Source: an optimization exercise on an open RTL-to-GDS flow (aim: small area, a short achievable clock period and few clock cycles per item). Production flows keep margins and buffers that such runs may drop.
Function was not checked in any run shown here: the RTL went through the layout flow alone.

===== run.sh =====
#!/bin/bash
# synth_recipe.tcl (not shown) runs the flow's synth.tcl, then flattens the netlist and writes it again
# the make line also repeats each setting of config.mk as NAME=value (left out here)
make -C /OpenROAD-flow-scripts/flow DESIGN_CONFIG=/design/flow/config.mk WORK_HOME=/design/flow/orfs CLKGATE_MAP_FILE= SYNTH_SCRIPT=/design/flow/synth_recipe.tcl finish

===== config.mk =====
export PLATFORM = sky130hd
export DESIGN_NAME = hsl_to_rgb_converter_unit
export DESIGN_NICKNAME = hsl_to_rgb_converter_unit
export VERILOG_FILES = /design/flow/design.v
export SDC_FILE = /design/flow/constraint.sdc
export NUM_CORES = 4
export LEC_CHECK = 0
export ABC_CLOCK_PERIOD_IN_PS = 6500
export CAP_MARGIN = 20
export CORE_MARGIN = 2
export CORE_UTILIZATION = 40
export SETUP_SLACK_MARGIN = 2.5
export SLEW_MARGIN = 20

===== constraint.sdc =====
create_clock -name core_clock -period 9.5 [get_ports {clk_i}]
set_input_delay 1.9000 -clock core_clock [delete_from_list [all_inputs] [get_ports {clk_i}]]
set_output_delay 1.9000 -clock core_clock [all_outputs]
set_load 0.01 [all_outputs]

===== design.v =====
package hsl2rgb_pkg;
  localparam int unsigned HueW  = 9;
  localparam int unsigned PctW  = 7;
  localparam int unsigned ChanW = 8;
  localparam logic [PctW-1:0] PctMax  = 7'd100;
  localparam logic [PctW-1:0] PctHalf = 7'd50;
endpackage
module hsl2rgb_chan
(
  input  logic [18:0] r_i,
  output logic [7:0]  lvl_o
);
  logic [26:0] x, acc;
  assign x   = 27'(r_i);
  assign acc = (x >> 14) + (x >> 10) + (x >> 8) + (x >> 5) - (x >> 3) - (x >> 1)
             - (x << 4) + (x << 7) + 27'd5;
  assign lvl_o = acc[24:17];
endmodule
module hsl2rgb_plat
(
  input  logic [13:0] q_i,
  input  logic [18:0] v_i,        
  output logic [7:0]  lq_o,
  output logic [7:0]  lp_o
);
  logic [22:0] x, acc;
  logic [18:0] diff;
  assign x   = 23'(q_i);
  assign acc = (x << 9) - (x << 7) + (x << 5) + (x << 1) - (x >> 2) + (x >> 4)
             - (x >> 6) - (x >> 8) - (x >> 11);
  assign lq_o = acc[21:14];
  assign diff = v_i - 19'(acc[21:4]);
  assign lp_o = diff[17:10];
endmodule
module hsl2rgb_frac
(
  input  logic [6:0] l_i,
  output logic [18:0] v_o        
);
  logic [3:0] tens, ones;
  logic [8:0] whole;             
  logic [9:0] thr;
  always_comb begin
    tens = 4'd0;
    for (int i = 1; i <= 10; i++) begin
      if (l_i >= 7'(10 * i)) tens = 4'(i);
    end
  end
  assign ones    = 4'(l_i - 7'(tens * 4'd10));
  assign whole   = 9'(l_i) * 9'd5 + 9'(tens);
  always_comb begin
    case (ones)
      4'd0:    thr = 10'd8;
      4'd1:    thr = 10'd103;
      4'd2:    thr = 10'd206;
      4'd3:    thr = 10'd308;
      4'd4:    thr = 10'd410;
      4'd5:    thr = 10'd513;
      4'd6:    thr = 10'd615;
      4'd7:    thr = 10'd718;
      4'd8:    thr = 10'd820;
      default: thr = 10'd922;
    endcase
  end
  assign v_o = {whole, 10'd0} + 19'(thr) - 19'd1;
endmodule
module hsl_to_rgb_converter_unit
(
  input  logic             clk_i,
  input  logic             rst_ni,
  input  logic             in_valid_i,
  output logic             in_ready_o,
  input  logic [hsl2rgb_pkg::HueW-1:0]  hue_degrees_i,
  input  logic [hsl2rgb_pkg::PctW-1:0]  saturation_pct_i,
  input  logic [hsl2rgb_pkg::PctW-1:0]  lightness_pct_i,
  output logic             out_valid_o,
  input  logic             out_ready_i,
  output logic [hsl2rgb_pkg::ChanW-1:0] red_o,
  output logic [hsl2rgb_pkg::ChanW-1:0] green_o,
  output logic [hsl2rgb_pkg::ChanW-1:0] blue_o
);
  logic v1_q, v2_q, v3_q;
  logic en1, en2, en3;
  assign en3 = !v3_q || out_ready_i;
  assign en2 = !v2_q || en3;
  assign en1 = !v1_q || en2;
  assign in_ready_o  = en1;
  assign out_valid_o = v3_q;
  always_ff @(posedge clk_i or negedge rst_ni) begin
    if (!rst_ni) begin
      v1_q <= 1'b0;
      v2_q <= 1'b0;
      v3_q <= 1'b0;
    end else begin
      if (en1) v1_q <= in_valid_i;
      if (en2) v2_q <= v1_q;
      if (en3) v3_q <= v2_q;
    end
  end
  logic [2:0]  sec;     
  logic [5:0]  w;       
  logic [6:0]  s, l, m;
  logic [4:0]  a;       
  logic        neg;     
  logic [12:0] c;
  always_comb begin
    logic [8:0] h;
    h = hue_degrees_i;
    if      (h >= 9'd480) begin sec = 3'd2; w = 6'(h - 9'd480); end
    else if (h >= 9'd420) begin sec = 3'd1; w = 6'(h - 9'd420); end
    else if (h >= 9'd360) begin sec = 3'd0; w = 6'(h - 9'd360); end
    else if (h >= 9'd300) begin sec = 3'd5; w = 6'(h - 9'd300); end
    else if (h >= 9'd240) begin sec = 3'd4; w = 6'(h - 9'd240); end
    else if (h >= 9'd180) begin sec = 3'd3; w = 6'(h - 9'd180); end
    else if (h >= 9'd120) begin sec = 3'd2; w = 6'(h - 9'd120); end
    else if (h >= 9'd60)  begin sec = 3'd1; w = 6'(h - 9'd60);  end
    else                  begin sec = 3'd0; w = 6'(h);          end
  end
  assign a   = 5'((w >= 6'd30) ? w - 6'd30 : 6'd30 - w);
  assign neg = (w < 6'd30) ^ sec[0];
  assign s = (saturation_pct_i > hsl2rgb_pkg::PctMax) ? hsl2rgb_pkg::PctMax : saturation_pct_i;
  assign l = (lightness_pct_i  > hsl2rgb_pkg::PctMax) ? hsl2rgb_pkg::PctMax : lightness_pct_i;
  assign m = (l < hsl2rgb_pkg::PctHalf) ? l : hsl2rgb_pkg::PctMax - l;
  assign c = 13'(m[5:0] * s);
  logic [12:0] c1_q;
  logic [6:0]  l1_q;
  logic [4:0]  a1_q;
  logic        neg1_q;
  logic [2:0]  sec1_q;
  always_ff @(posedge clk_i) begin
    if (en1) begin
      c1_q   <= c;
      l1_q   <= l;
      a1_q   <= a;
      neg1_q <= neg;
      sec1_q <= sec;
    end
  end
  logic [18:0] cx, r;
  logic [13:0] q;
  assign cx = 19'(c1_q) ^ {19{neg1_q}};
  assign r  = (19'(l1_q) << 12) - (19'(l1_q) << 10) - (19'(l1_q) << 6) - (19'(l1_q) << 3)
            + 19'(cx * a1_q) + (neg1_q ? 19'(a1_q) : 19'd0);
  assign q  = 14'(l1_q * 7'd100) + 14'(c1_q);
  logic [18:0] v;
  hsl2rgb_frac u_frac (.l_i(l1_q), .v_o(v));
  logic [18:0] r2_q;
  logic [13:0] q2_q;
  logic [18:0] lv2_q;
  logic [2:0]  sec2_q;
  always_ff @(posedge clk_i) begin
    if (en2) begin
      r2_q   <= r;
      q2_q   <= q;
      lv2_q  <= v;
      sec2_q <= sec1_q;
    end
  end
  logic [7:0] lq, lp, lr;
  hsl2rgb_chan u_ramp (.r_i(r2_q), .lvl_o(lr));
  hsl2rgb_plat u_plat (.q_i(q2_q), .v_i(lv2_q), .lq_o(lq), .lp_o(lp));
  logic [7:0] lq3_q, lp3_q, lr3_q;
  logic [2:0] sec3_q;
  always_ff @(posedge clk_i) begin
    if (en3) begin
      lq3_q  <= lq;
      lp3_q  <= lp;
      lr3_q  <= lr;
      sec3_q <= sec2_q;
    end
  end
  always_comb begin
    case (sec3_q)
      3'd0:    begin red_o = lq3_q; green_o = lr3_q; blue_o = lp3_q; end
      3'd1:    begin red_o = lr3_q; green_o = lq3_q; blue_o = lp3_q; end
      3'd2:    begin red_o = lp3_q; green_o = lq3_q; blue_o = lr3_q; end
      3'd3:    begin red_o = lp3_q; green_o = lr3_q; blue_o = lq3_q; end
      3'd4:    begin red_o = lr3_q; green_o = lp3_q; blue_o = lq3_q; end
      default: begin red_o = lq3_q; green_o = lp3_q; blue_o = lr3_q; end
    endcase
  end
endmodule

==> reports/metrics.yaml, run 1 <==
run_status:
  status: "finished clean"
worst_setup_path:
  critPathKind: "flip-flop to flip-flop"
  r2r_start: "q2_q[7]"
  cp.arrival_ns: 7.14
  crit_fanout: 5
  required_ns: 9.67
  cp-start-kind: "flip-flop"
  cp-end-kind: "flip-flop"
  critPathLaunch: "q2_q[7]"
die:
  coreArea_um2: 46700
  die_y_um: 221
  die-area_um2: 49000
  ios: 53
  start_util: 0.405
  die_x_um: 221
  num_rows: 79
grt:
  use_met1: 0.237
  grt_pass1_wl_um: 70400
  grt_busiest_layer: "met2"
  grt_util_met2: 0.305
  grt_max_degree: 68
  grt_overflow: 0
  gr-usage-met3: 0.0208
  antenna_found_initial: 1
  grt_pass1_vias: 14000
  grtUsageTotal: 0.177
clock_tree:
  cts_sinks: 113
  hold_buffers: 0
  tritoncts: "yes"
  clk-insertion-delay-late_ns: 0.44
  cts_buffers: 17
  htreeDepth: 4
  path_clk_slew_ns: 0.05
  ctsRootBufferMaster: "clkbuf_16"
  cts_buffer_depth: 2
synth:
  syn_inst: 1998
  synthTopCellsByArea: "fa_1 22%, ha_1 20%, edfxtp_1 17%, inv_1 8.4%, xnor2_1 3.9%"
  syn_nets: 2536
  synth_edf_count: 110
  synth-main-ff-cell: "edfxtp_1"
  yosys-top-cells-count: "423 x inv_1, 304 x ha_1, 207 x fa_1"
  synth.ff_latch_count: 113
  syn_area_per_cell_um2: 9.46
  ys_types: 89
  synth.most_common_cell: "inv_1"
  yosys.area.top_type: "fa_1"
  netlist_area_um2: 18900
  synth_top_area_share: 0.219
  ys_async_sr_fraction: 0.0265
  yosysWarningCount: 2
  ys_seq_area_frac: 0.179
drt:
  drcViolationCount: 0
  via_per_inst: 5.04
  drt_iter0_drc: 747
  wirelength_um: 43000
  drt_pre_antenna_iters: 25
  vias: 13700
  avgRoutedWirePerCell_um: 15.8
  ant_nets: 0
sta:
  worst_slew_pin_slew_ns: 1.12
  finClkSkew_ns: 0.0236
  fin_tns_setup_ns: 0
  max_freq_ghz: 0.144
  rsz0062_at_grt: "true"
  setup_ws_ns: 2.53
  hold_violations: 0
  whs_ns: 0.419
  finalSetupViolCount: 0
  fin_crit_sh: 0.733
  min_period_ns: 6.97
  finalMaxSlewViolations: 0
  maxSlewHeadroom: 0.239
place:
  place_congestion: 0.854
  port_buffers: 52
  dpl_worst_slack_ns: 1.88
  hpwl_um: 34800
min_path:
  hp-start: "sec2_q[2]"
  hold_class: "flip-flop to flip-flop"
finish:
  fill_cells: 4437
  drive_above_1_share: 0.0878
  area_delta_synth_final_pct: 13.3
  seqCellArea_um2: 3380
  fin_nets: 2632
  antenna_cells: 0
  utilization: 0.459
  multi_input_area_um2: 14100
flow_run:
  cap_violations: 0
[worst max-delay path, stage by stage (launching register included)]
cell,delay [ns]
edfxtp_1,0.51
ha_1,0.36
inv_1,0.08
fa_1,0.55
fa_1,0.45
fa_1,0.49
ha_1,0.36
and4_4,0.21
a2111oi_4,0.38
nand2_2,0.12
a31oi_4,0.24
nor2b_2,0.08
or3_4,0.36
nand2_2,0.09
ha_4,0.20
a21o_1,0.15
a21oi_1,0.12
o21ai_1,0.08
a21o_1,0.18
maj3_2,0.36
a2111oi_4,0.37
nor3_4,0.09
maj3_2,0.34
maj3_1,0.37
xor2_1,0.14
[repair_timing]
item | 4_1_cts | 5_1_grt
setup buffers | 26 | 30
endpoints found under the setup margin | 11 | 16
pin swaps | 11 | 40
resized for setup | 41 | 39
[routing by layer]
layer / part of all wire / up-vias
met2: 0.48 / 243
met4: 0.015 / 0
met3: 0.030 / 38
met1: 0.47 / 6620
li1: - / 6783
met5: 0 / -
[cells in the final DEF, fill, tap and decap left out, types with 50 or more instances in the layout]
master	netlist	layout
nor2_1	97	95
o21ai_0	62	54
ha_1	304	297
edfxtp_1	110	110
nand2_1	103	101
buf_4	1	63
clkdlybuf4s50_1	0	50
and2_1	67	67
xnor2_1	84	82
a21oi_1	84	67
inv_1	423	411
fa_1	207	204
[stage by stage]
step	instances	cell area [um2]
after global routing	2713	21400
after detailed placement	2626	20100
after CTS	2683	21000
after floorplan	1998	18900
final	2713	21400
after global placement	2626	20100
[area by class of cell]
| cell class | instances | area share |
|---|---|---|
| tap | 607 | 0.0355 |
| clock inverter | 13 | 0.00678 |
| multi-input combinational | 1424 | 0.658 |
| inverter | 423 | 0.0753 |
| sequential | 113 | 0.158 |
| timing repair buffer | 115 | 0.0466 |
| clock buffer | 18 | 0.0200 |
[cell families after synthesis]
family | count (synthesis) | synth area share
AND/OR/NAND/NOR | 422 | 0.114
adder cells (fa/ha/maj) | 514 | 0.422
XOR/XNOR | 130 | 0.0602
multiplexers | 24 | 0.0136
flip-flops | 113 | 0.179
buffers and inverters | 461 | 0.0921
AO/OA/AOI/OAI | 334 | 0.119
[state kept, by name (all words and copies together) (netlist names)]
register / cells
v3_q: 1
v1_q: 1
lv2_q: 18
r2_q: 19
c1_q: 13
lq3_q: 8
a1_q: 5
lr3_q: 8
sec3_q: 3
sec2_q: 3
sec1_q: 3
v2_q: 1
l1_q: 7
q2_q: 14
neg1_q: 1
lp3_q: 8
[path summary, 6_finish.rpt]
| check | to | slack, ns | cells after the start |
|---|---|---|---|
| hold / removal | sec3_q[2] | 0.42 | 0 |
| setup reg to reg | lp3_q[6] | 2.53 | 24 |
| setup / recovery | lp3_q[6] | 2.53 | 24 |
| max in group asynchronous | v2_q | 7.69 | 1 |
| hold reg to reg | sec3_q[2] | 0.42 | 0 |
| min in group asynchronous | v1_q | 1.66 | 1 |
==> run 2: changes to the inputs <==
--- a/config.mk
+++ b/config.mk
@@ -5,9 +5,7 @@
 export SDC_FILE = /design/flow/constraint.sdc
 export NUM_CORES = 4
 export LEC_CHECK = 0
-export ABC_CLOCK_PERIOD_IN_PS = 6500
 export CAP_MARGIN = 20
 export CORE_MARGIN = 2
 export CORE_UTILIZATION = 40
-export SETUP_SLACK_MARGIN = 2.5
 export SLEW_MARGIN = 20
==> run 2 against run 1 <==
Compared with the run above: still clean on timing, DRC and antenna; global-route usage decreased by 0.40 points; final cell count is 2.0% lower; clock skew is 0.011 ns lower; setup slack lost 0.77 ns.
==> reports/metrics.yaml, run 2 <==
run_status:
  status: "finished clean"
sta:
  fin_crit_sh: 0.814  # +0.0810
  rsz0062_at_grt: "false"
  maxSlewHeadroom: 0.243  # +0.00307
  hold_violations: 0  # unchanged
  worst_slew_pin_slew_ns: 1.12  # -0.00455 ns
  finClkSkew_ns: 0.0124  # -0.0112 ns
  setup_ws_ns: 1.76  # -0.769 ns
  fin_tns_setup_ns: 0  # unchanged
  max_freq_ghz: 0.129  # -9.9%
  finalMaxSlewViolations: 0  # unchanged
  whs_ns: 0.422  # +0.00308 ns
  finalSetupViolCount: 0  # unchanged
  min_period_ns: 7.74  # +0.769 ns
synth:
  syn_inst: 1998  # unchanged
  yosysWarningCount: 2  # unchanged
  synth.ff_latch_count: 113  # unchanged
  ys_async_sr_fraction: 0.0265  # unchanged
  yosys-top-cells-count: "423 x inv_1, 304 x ha_1, 207 x fa_1"
  ys_seq_area_frac: 0.179  # unchanged
  synth.most_common_cell: "inv_1"
  netlist_area_um2: 18900  # unchanged
  synth-main-ff-cell: "edfxtp_1"
  synthTopCellsByArea: "fa_1 22%, ha_1 20%, edfxtp_1 17%, inv_1 8.4%, xnor2_1 3.9%"
  syn_area_per_cell_um2: 9.46  # unchanged
  yosys.area.top_type: "fa_1"
  ys_types: 89  # unchanged
  syn_nets: 2536  # unchanged
  synth_edf_count: 110  # unchanged
  synth_top_area_share: 0.219  # unchanged
worst_setup_path:
  worst_path_dominant_cell_family: "adder cells"
  r2r_start: "q2_q[12]"
  r2r_cells: 25  # +4.2%
  critPathKind: "flip-flop to flip-flop"
  r2r-end: "lp3_q[6]"
  path_buf_inv: 3  # +2
  crit_fanout: 8  # +3
  required_ns: 9.68  # about the same
  slowest_stage: "edfxtp_1"
  cp-end-kind: "flip-flop"
  r2r_slack_ns: 1.76  # -0.77 ns
  cp-start-kind: "flip-flop"
  cp.arrival_ns: 7.92  # +0.78 ns
  max_stage_delay_ns: 0.56  # about the same
clock_tree:
  cts_buffer_depth: 2  # unchanged
  htreeDepth: 4  # unchanged
  post_cts_resized: 0  # -100%
  tritoncts: "yes"
  ctsRootBufferMaster: "clkbuf_16"
  path_clk_slew_ns: 0.05  # about the same
  cts_buffers: 17  # unchanged
  cts_setup_buffers: 0  # -100%
  clk-insertion-delay-late_ns: 0.44  # about the same
  cts_sinks: 113  # unchanged
  hold_buffers: 0  # unchanged
finish:
  area_delta_synth_final_pct: 9.52
  final_cell_mix: "423 x inv_1, 304 x ha_1, 207 x fa_1"
  final_common_cell: "inv_1"
  fill_cells: 4463  # +0.59%
  fin_nets: 2576  # -2.1%
  reg_top3: "r2_q (19), lv2_q (18), q2_q (14)"
  fin_area_um2: 20700  # -3.3%
  regMostFlops: "r2_q"
  drive_above_1_share: 0.0341  # -0.0537
  largest_register_ffs: 19  # unchanged
  antenna_cells: 0  # unchanged
place:
  port_buffers: 52  # unchanged
  place_congestion: 0.933  # +9.3%
  hpwl_um: 34300  # -1.5%
  dpl_worst_slack_ns: 1.77  # -0.107 ns
  placed_area_um2: 20100  # about the same
flow_run:
  cap_violations: 0  # unchanged
min_path:
  hold_depth: 0  # unchanged
  min_to: "sec3_q[2]"
  hp-start: "sec2_q[2]"
  hold_class: "flip-flop to flip-flop"
drt:
  vias: 13400  # -2.3%
  via_per_inst: 5.03  # -0.25%
  drt_pre_antenna_iters: 16  # -36%
  drcViolationCount: 0  # unchanged
  avgRoutedWirePerCell_um: 15.5  # -2.4%
  wirelength_um: 41100  # -4.4%
  drt_iter0_drc: 689  # -7.8%
  ant_nets: 0  # unchanged
grt:
  grtUsageTotal: 0.173  # -0.00404
  grt_max_degree: 68  # unchanged
  grt_overflow: 0  # unchanged
  antenna_found_initial: 1  # unchanged
  grt_pass1_vias: 13900  # -0.79%
  grt_pass1_wl_um: 68900  # -2.2%
die:
  ios: 53  # unchanged
  start_util: 0.405  # unchanged
  die-area_um2: 49000  # unchanged
  num_rows: 79  # unchanged
  die_y_um: 221  # unchanged
  coreArea_um2: 46700  # unchanged
  die_x_um: 221  # unchanged
==> run 2: cell type report <==
| cell class | instances | area [um2] | share of cell area |
|---|---|---|---|
| Tap cell | 607 | 759 | 0.0367 |
| Inverter | 423 | 1590 | 0.0767 |
| Clock inverter | 10 | 158 | 0.00761 |
| Clock buffer | 22 | 464 | 0.0224 |
| Sequential cell | 113 | 3380 | 0.163 |
| Multi-Input combinational cell | 1424 | 13800 | 0.666 |
| Timing Repair Buffer | 59 | 573 | 0.0277 |
==> run 2: how the worst max path moves through the flow <==
stage               cells after the start  startpoint  slack (ns)       end
global route                           26     q2_q[8]        1.31  lp3_q[6]
floorplan                              26    q2_q[12]        2.35  lp3_q[6]
global placement                       25    q2_q[12]        1.94  lp3_q[6]
finish                                 25    q2_q[12]        1.76  lp3_q[6]
detailed placement                     25    q2_q[12]        1.77  lp3_q[6]
CTS                                    25    q2_q[12]        1.78  lp3_q[6]
==> run 2: metal layers <==
metal  part of all wire  global-route usage  vias up
met5                  0                   0        -
met4              0.017              0.0471        0
met1               0.48               0.228     6441
met3              0.027              0.0215       45
li1                   -                   -     6669
met2               0.48               0.299      218
==> run 2: kinds of logic after synthesis <==
group	synth area share
flops	0.179
simple gates	0.114
compound gates	0.119
buf+inv	0.0921
xor+xnor	0.0602
fa+ha+maj	0.422
mux	0.0136
==> run 2: per-stage QoR <==
step                      utilization  cells
final                           0.444   2658
after global routing            0.444   2658
after CTS                       0.444   2658
after detailed placement        0.431   2626
after global placement          0.431   2626
after floorplan                     -   1998
==> run 3: changes to the inputs <==
--- a/config.mk
+++ b/config.mk
@@ -5,7 +5,9 @@
 export SDC_FILE = /design/flow/constraint.sdc
 export NUM_CORES = 4
 export LEC_CHECK = 0
+export ABC_CLOCK_PERIOD_IN_PS = 5500
 export CAP_MARGIN = 20
 export CORE_MARGIN = 2
 export CORE_UTILIZATION = 40
+export SETUP_SLACK_MARGIN = 3.5
 export SLEW_MARGIN = 20
==> run 3 against run 2 <==
Compared with the run above: sequential share of layout area is 1.2 points lower; first-iteration DRC count is 0.15% lower; synthesized cell count stayed put.
==> reports/metrics.yaml, run 3 <==
sta:
  finalMaxSlewViolations: 0  # unchanged
  rsz0062_at_grt: "true"
  fin_crit_sh: 0.703  # -0.111
  max_freq_ghz: 0.150  # +16%
  finClkSkew_ns: 0.0125  # +0.000129 ns
  finalSetupViolCount: 0  # unchanged
  fin_tns_setup_ns: 0  # unchanged
  worst_slew_pin_slew_ns: 1.09  # -0.0309 ns
  min_period_ns: 6.68  # -1.06 ns
  hold_violations: 0  # unchanged
  maxSlewHeadroom: 0.271  # +0.0287
place:
  hpwl_um: 34500  # +0.67%
  dpl.cell_count: 2623  # -0.11%
  port_buffers: 52  # unchanged
  place_congestion: 0.880  # -5.7%
grt:
  grt_pass1_wl_um: 72200  # +4.8%
  grtUsageTotal: 0.181  # +0.00829
  grt_pass1_vias: 14300  # +3.3%
  antenna_found_initial: 0  # -1
  grt_max_degree: 68  # unchanged
  grt_overflow: 0  # unchanged
worst_setup_path:
  required_ns: 9.67  # about the same
  critPathKind: "flip-flop to flip-flop"
  slowest_stage: "fa_1"
  cp.arrival_ns: 6.85  # -1.07 ns
  crit_fanout: 3  # -5
  cp-start-kind: "flip-flop"
  path_buf_inv: 4  # +1
  cp-end-kind: "flip-flop"
  max_stage_delay_ns: 0.54  # -0.02 ns
  worst_path_dominant_cell_family: "adder cells"
clock_tree:
  htreeDepth: 4  # unchanged
  ctsRootBufferMaster: "clkbuf_16"
  tritoncts: "yes"
  hold_buffers: 0  # unchanged
  path_clk_slew_ns: 0.06  # about the same
  clk-insertion-delay-late_ns: 0.43  # about the same
  cts_sinks: 113  # unchanged
  cts_buffer_depth: 2  # unchanged
  cts_buffers: 17  # unchanged
die:
  coreArea_um2: 46700  # unchanged
  die_y_um: 221  # unchanged
  die_x_um: 221  # unchanged
  num_rows: 79  # unchanged
  die-area_um2: 49000  # unchanged
  ios: 53  # unchanged
  start_util: 0.405  # unchanged
flow_run:
  cap_violations: 0  # unchanged
finish:
  final_cell_mix: "402 x inv_1, 287 x ha_1, 197 x fa_1"
  regMostFlops: "r2_q"
  reg_top3: "r2_q (19), lv2_q (18), q2_q (14)"
  area_delta_synth_final_pct: 18.0
  instances_no_fill: 2771  # +4.3%
  drive_above_1_share: 0.150  # +0.116
  fill_cells: 4319  # -3.2%
  fin_nets: 2689  # +4.4%
  largest_register_ffs: 19  # unchanged
  seqCellArea_um2: 3380  # unchanged
  multi_input_area_um2: 14500  # +5.2%
  antenna_cells: 0  # unchanged
  final_common_cell: "inv_1"
drt:
  drcViolationCount: 0  # unchanged
  ant_nets: 0  # unchanged
  drt_iter0_drc: 688  # -0.15%
  vias: 14000  # +4.9%
  via_per_inst: 5.06  # +0.62%
  wirelength_um: 43800  # +6.5%
  avgRoutedWirePerCell_um: 15.8  # +2.1%
  drt_pre_antenna_iters: 17  # +1
synth:
  synth.mux.area_fraction: 0.0136  # unchanged
  synth-main-ff-cell: "edfxtp_1"
  ys_types: 89  # unchanged
  netlist_area_um2: 18900  # unchanged
  yosys.area_share.simple: 0.114  # unchanged
  yosys-top-cells-count: "423 x inv_1, 304 x ha_1, 207 x fa_1"
  synthAdderAreaFrac: 0.422  # unchanged
  syn_nets: 2536  # unchanged
  synth_top_area_share: 0.219  # unchanged
  synth_compound_area_frac: 0.119  # unchanged
  synth.most_common_cell: "inv_1"
  ys_seq_area_frac: 0.179  # unchanged
  synth-xor-area-share: 0.0602  # unchanged
  ys_async_sr_fraction: 0.0265  # unchanged
  syn_inst: 1998  # unchanged
  synth.ff_latch_count: 113  # unchanged
  yosysWarningCount: 2  # unchanged
  synth_top_family_by_area: "adder cells"
  synthTopCellsByArea: "fa_1 22%, ha_1 20%, edfxtp_1 17%, inv_1 8.4%, xnor2_1 3.9%"
  syn_area_per_cell_um2: 9.46  # unchanged
  yosys.area.top_type: "fa_1"
  synth_edf_count: 110  # unchanged
run_status:
  status: "finished clean"
min_path:
  hold_class: "flip-flop to flip-flop"
-- run 3: cell types whose count changed in the layout (fill, tap and decap cells not counted), sizes merged --
cell / change
buf: +118
clkdlybuf4s50: -7
bufinv: -2
clkbuf: -5
clkinvlp: +1
clkinv: +3
clkdlybuf4s15: +2
inv: +3
-- run 3: worst reg2reg max path, stage by stage (launching register included) --
cell and delay (ns):
edfxtp_1 0.45, buf_6 0.16, ha_4 0.21, fa_1 0.50, inv_1 0.05, fa_1 0.50
inv_2 0.05, fa_1 0.54, inv_2 0.05, ha_4 0.21, and3_4 0.17, a2111oi_4 0.38
nand2_2 0.13, a31oi_4 0.23, nor2b_2 0.06, or3_1 0.32, nand2_2 0.08, ha_4 0.20
a21o_1 0.19, a21oi_2 0.11, o21ai_1 0.06, a21o_1 0.18, maj3_2 0.35, a2111oi_4 0.40
nor3_4 0.07, maj3_2 0.32, maj3_2 0.31, xor2_1 0.14
-- run 3: path summary, 6_finish.rpt --
path                            startpoint        end  slack (ns)  cells past startpoint
min in group asynchronous           rst_ni       v3_q        1.66                      1
worst max register to register    q2_q[10]   lp3_q[6]        2.82                     27
worst max-delay path              q2_q[10]   lp3_q[6]        2.82                     27
worst min-delay path             sec1_q[0]  sec2_q[0]        0.42                      0
max in group asynchronous           rst_ni       v1_q        7.70                      1
worst min register to register   sec1_q[0]  sec2_q[0]        0.42                      0
-- run 3: layout make-up --
cell class	count	area share
sequential	113	0.151
clock inverter	15	0.00707
tap	607	0.0340
timing repair buffer	172	0.0660
multi-input combinational	1424	0.650
clock buffer	17	0.0191
inverter	423	0.0721
-- run 3: per-stage QoR --
step / setup slack (ns) / cell area [um2] / utilization / hold WS [ns]
2_1_floorplan: 2.91 / 19100 / - / 0.400
3_3_place_gp: 2.48 / 20300 / 0.435 / 0.403
3_5_place_dp: 2.25 / 20300 / 0.435 / 0.405
4_1_cts: 2.80 / 21900 / 0.470 / 0.419
5_1_grt: 2.57 / 22300 / 0.478 / 0.434
6_report: 2.82 / 22300 / 0.478 / 0.422
-- run 3: cells by family after synthesis --
family / count (synthesis)
AND/OR/NAND/NOR: 422
adder cells (fa/ha/maj): 514
flip-flops: 113
buffers and inverters: 461
multiplexers: 24
XOR/XNOR: 130
AO/OA/AOI/OAI: 334
-- run 3: what timing repair did --
action,CTS,global route
setup buffers,100,16
setup endpoints to repair,34,30
pin swaps,67,54
gates resized for setup,104,53
-- run 3: routing by layer --
metal / track usage / up-vias / wire length [um]
met5: 0 / - / 0
met4: 0.0466 / 0 / 641
met3: 0.0255 / 41 / 1620
met2: 0.309 / 276 / 21300
met1: 0.242 / 6821 / 20200
li1: - / 6890 / -
==> run 4: changes to the inputs <==
--- a/config.mk
+++ b/config.mk
@@ -5,9 +5,9 @@
 export SDC_FILE = /design/flow/constraint.sdc
 export NUM_CORES = 4
 export LEC_CHECK = 0
-export ABC_CLOCK_PERIOD_IN_PS = 5500
+export ABC_CLOCK_PERIOD_IN_PS = 4500
 export CAP_MARGIN = 20
 export CORE_MARGIN = 2
 export CORE_UTILIZATION = 40
-export SETUP_SLACK_MARGIN = 3.5
+export SETUP_SLACK_MARGIN = 4.5
 export SLEW_MARGIN = 20
==> run 4 against run 3 <==
Compared with the run above: final cell count up 2.0%; clock skew decreased by 0.0033 ns; via count up 1.8%; highest routed layer is now met5; setup slack improved by 0.0097 ns; synthesized cell count stayed put.
==> reports/metrics.yaml, run 4 <==
finish:
  fin_area_um2: 23300  # +4.7%
  largest_register_ffs: 19  # unchanged
  final_cell_mix: "391 x inv_1, 282 x ha_1, 196 x fa_1"
  final_common_cell: "inv_1"
  reg_top3: "r2_q (19), lv2_q (18), q2_q (14)"
  fill_cells: 4282  # -0.86%
  antenna_cells: 0  # unchanged
  area_delta_synth_final_pct: 23.5
  drive_above_1_share: 0.202  # +0.0521
  fin_nets: 2746  # +2.1%
  regMostFlops: "r2_q"
  instances_no_fill: 2827  # +2.0%
clock_tree:
  clk-insertion-delay-late_ns: 0.44  # about the same
  ctsRootBufferMaster: "clkbuf_16"
  hold_buffers: 0  # unchanged
  path_clk_slew_ns: 0.05  # about the same
  htreeDepth: 4  # unchanged
  tritoncts: "yes"
  cts_sinks: 113  # unchanged
  cts_buffer_depth: 2  # unchanged
  cts_buffers: 17  # unchanged
synth:
  syn_nets: 2536  # unchanged
  yosys-top-cells-count: "423 x inv_1, 304 x ha_1, 207 x fa_1"
  ys_async_sr_fraction: 0.0265  # unchanged
  synthTopCellsByArea: "fa_1 22%, ha_1 20%, edfxtp_1 17%, inv_1 8.4%, xnor2_1 3.9%"
  syn_area_per_cell_um2: 9.46  # unchanged
  ys_types: 89  # unchanged
  netlist_area_um2: 18900  # unchanged
  syn_inst: 1998  # unchanged
  synth_edf_count: 110  # unchanged
  yosysWarningCount: 2  # unchanged
  synth_top_area_share: 0.219  # unchanged
  synth.most_common_cell: "inv_1"
  yosys.area.top_type: "fa_1"
  synth.ff_latch_count: 113  # unchanged
  synth-main-ff-cell: "edfxtp_1"
  ys_seq_area_frac: 0.179  # unchanged
drt:
  drt_pre_antenna_iters: 16  # -1
  drcViolationCount: 0  # unchanged
  avgRoutedWirePerCell_um: 16.1  # +1.9%
  drt_iter0_drc: 590  # -14%
  wirelength_um: 45500  # +4.0%
  ant_nets: 0  # unchanged
  vias: 14300  # +1.8%
  via_per_inst: 5.05  # -0.26%
worst_setup_path:
  slowest_stage: "fa_1"
  cp_common_cell: "a21oi_2"
  cp-end-kind: "flip-flop"
  cp-start-kind: "flip-flop"
  critPathLaunch: "r2_q[11]"
  r2r_start: "r2_q[11]"
  critPathKind: "flip-flop to flip-flop"
  crit_fanout: 3  # unchanged
  max_stage_delay_ns: 0.50  # -0.04 ns
  required_ns: 9.69  # +0.02 ns
  cp.arrival_ns: 6.86  # about the same
sta:
  finalMaxSlewViolations: 0  # unchanged
  max_freq_ghz: 0.150  # +0.14%
  maxSlewHeadroom: 0.421  # +0.150
  finClkSkew_ns: 0.00920  # -0.00328 ns
  finalSetupViolCount: 0  # unchanged
  hold_violations: 0  # unchanged
  fin_crit_sh: 0.702  # -0.00102
  fin_tns_setup_ns: 0  # unchanged
  rsz0062_at_grt: "true"
  worst_slew_pin_slew_ns: 0.859  # -0.230 ns
  min_period_ns: 6.67  # -0.00968 ns
flow_run:
  cap_violations: 0  # unchanged
place:
  place_congestion: 0.876  # -0.44%
  hpwl_um: 34400  # -0.32%
  placed_area_um2: 20500  # +0.88%
  port_buffers: 52  # unchanged
  dpl.cell_count: 2625  # +0.076%
grt:
  grt_pass1_vias: 14900  # +4.1%
  grt_pass1_wl_um: 74500  # +3.2%
  grt_max_degree: 68  # unchanged
  grtUsageTotal: 0.188  # +0.00721
  grt_overflow: 0  # unchanged
  antenna_found_initial: 2  # +2
die:
  start_util: 0.405  # unchanged
  die_x_um: 221  # unchanged
  ios: 53  # unchanged
  die_y_um: 221  # unchanged
  coreArea_um2: 46700  # unchanged
  die-area_um2: 49000  # unchanged
  num_rows: 79  # unchanged
min_path:
  hold_class: "flip-flop to flip-flop"
  hp-start: "sec2_q[1]"
run_status:
  status: "finished clean"
[run 4: cell counts after synthesis]
Identical to the previous run, type by type.
[run 4: logic make-up (layout without fill, tap and decap cells)]
| family | Yosys count | in the layout | synth area share |
|---|---|---|---|
| AND/OR/NAND/NOR | 422 | 422 | 0.114 |
| buffers and inverters | 461 | 683 | 0.0921 |
| XOR/XNOR | 130 | 130 | 0.0602 |
| AO/OA/AOI/OAI | 334 | 334 | 0.119 |
| adder cells (fa/ha/maj) | 514 | 514 | 0.422 |
| flip-flops | 113 | 113 | 0.179 |
| multiplexers | 24 | 24 | 0.0136 |
[run 4: final timing paths]
path | to | slack [ns] | cells past startpoint
worst max-delay path | lr3_q[7] | 2.83 | 31
worst min register to register | sec3_q[1] | 0.41 | 0
worst max register to register | lr3_q[7] | 2.83 | 31
worst min-delay path | sec3_q[1] | 0.41 | 0
min in group asynchronous | v3_q | 1.65 | 1
max in group asynchronous | v1_q | 7.70 | 1
[run 4: area by class of cell]
type | instances | area, um2 | area share
clock buffers | 18 | 429 | 0.0184
flip-flops and latches | 113 | 3380 | 0.145
well taps | 607 | 759 | 0.0325
inverters | 423 | 1620 | 0.0694
repair buffers | 229 | 2030 | 0.0871
clock inverters | 13 | 169 | 0.00723
multi-input cells | 1424 | 15000 | 0.641
[run 4: per-layer routing]
layer / GRT usage / wire, um / vias to the layer above
li1: - / - / 7002
met5: 0 / 12 / -
met1: 0.248 / 21000 / 6923
met4: 0.0510 / 731 / 2
met2: 0.324 / 22100 / 290
met3: 0.0267 / 1660 / 57
[run 4: metrics by stage]
step	utilization	hold WS (ns)	worst slack [ns]
2_1_floorplan	-	0.400	2.91
3_3_place_gp	0.438	0.403	2.48
3_5_place_dp	0.438	0.405	2.30
4_1_cts	0.485	0.414	2.85
5_1_grt	0.500	0.434	2.59
6_report	0.500	0.411	2.83
[run 4: repair_timing]
item	4_1_cts	5_1_grt
pin swaps	88	48
gates cloned	1	1
gates resized for setup	160	98
buffers inserted	128	41
endpoints found under the setup margin	73	59
[run 4: worst max-delay path: cells and delay by family, from the launching register on]
family	cells	cell delay, ns
AND/OR/NAND/NOR	5	0.76
AO/OA/AOI/OAI	15	2.45
XOR/XNOR	1	0.07
flip-flops	1	0.43
buffers and inverters	4	0.32
adder cells (fa/ha/maj)	6	2.37

## afterwards: timing with drivers on the ports
No port has a modelled driver above. Below, the same layouts with a new extraction and two added sets of constraints.
Step 1, drivers: a clkbuf_16 drives clk_i and a buf_2 each remaining input, both assumed.
Step 2 adds t to the input delays and takes it off the output delays; t is the mean of the earliest and latest rising clock arrival at the registers after step 1. Input paths then give back, and output paths get back, about the clock's delay inside the block.
a / b / c = no drivers / after step 1 / after step 2; a / b = the first two.
run	shift t [ns]	slack for setup (ns)	clock arrival spread, ns	worst register clock-pin slew, ns	pins driven straight from the clock port
run 1	0.480	2.532 / 2.532 / 2.263	0.024 / 0.023	0.06 / 0.06	1
run 2	0.485	1.763 / 1.763 / 1.763	0.014 / 0.014	0.06 / 0.06	1
run 3	0.482	2.819 / 2.819 / 2.819	0.012 / 0.012	0.06 / 0.06	1
run 4	0.487	2.829 / 2.829 / 2.829	0.010 / 0.011	0.06 / 0.06	1
After both steps setup and hold are still met in every run listed. The setup slack of run 1, which loses most, moves by 0.000 ns with the drivers and by -0.269 ns with both steps.
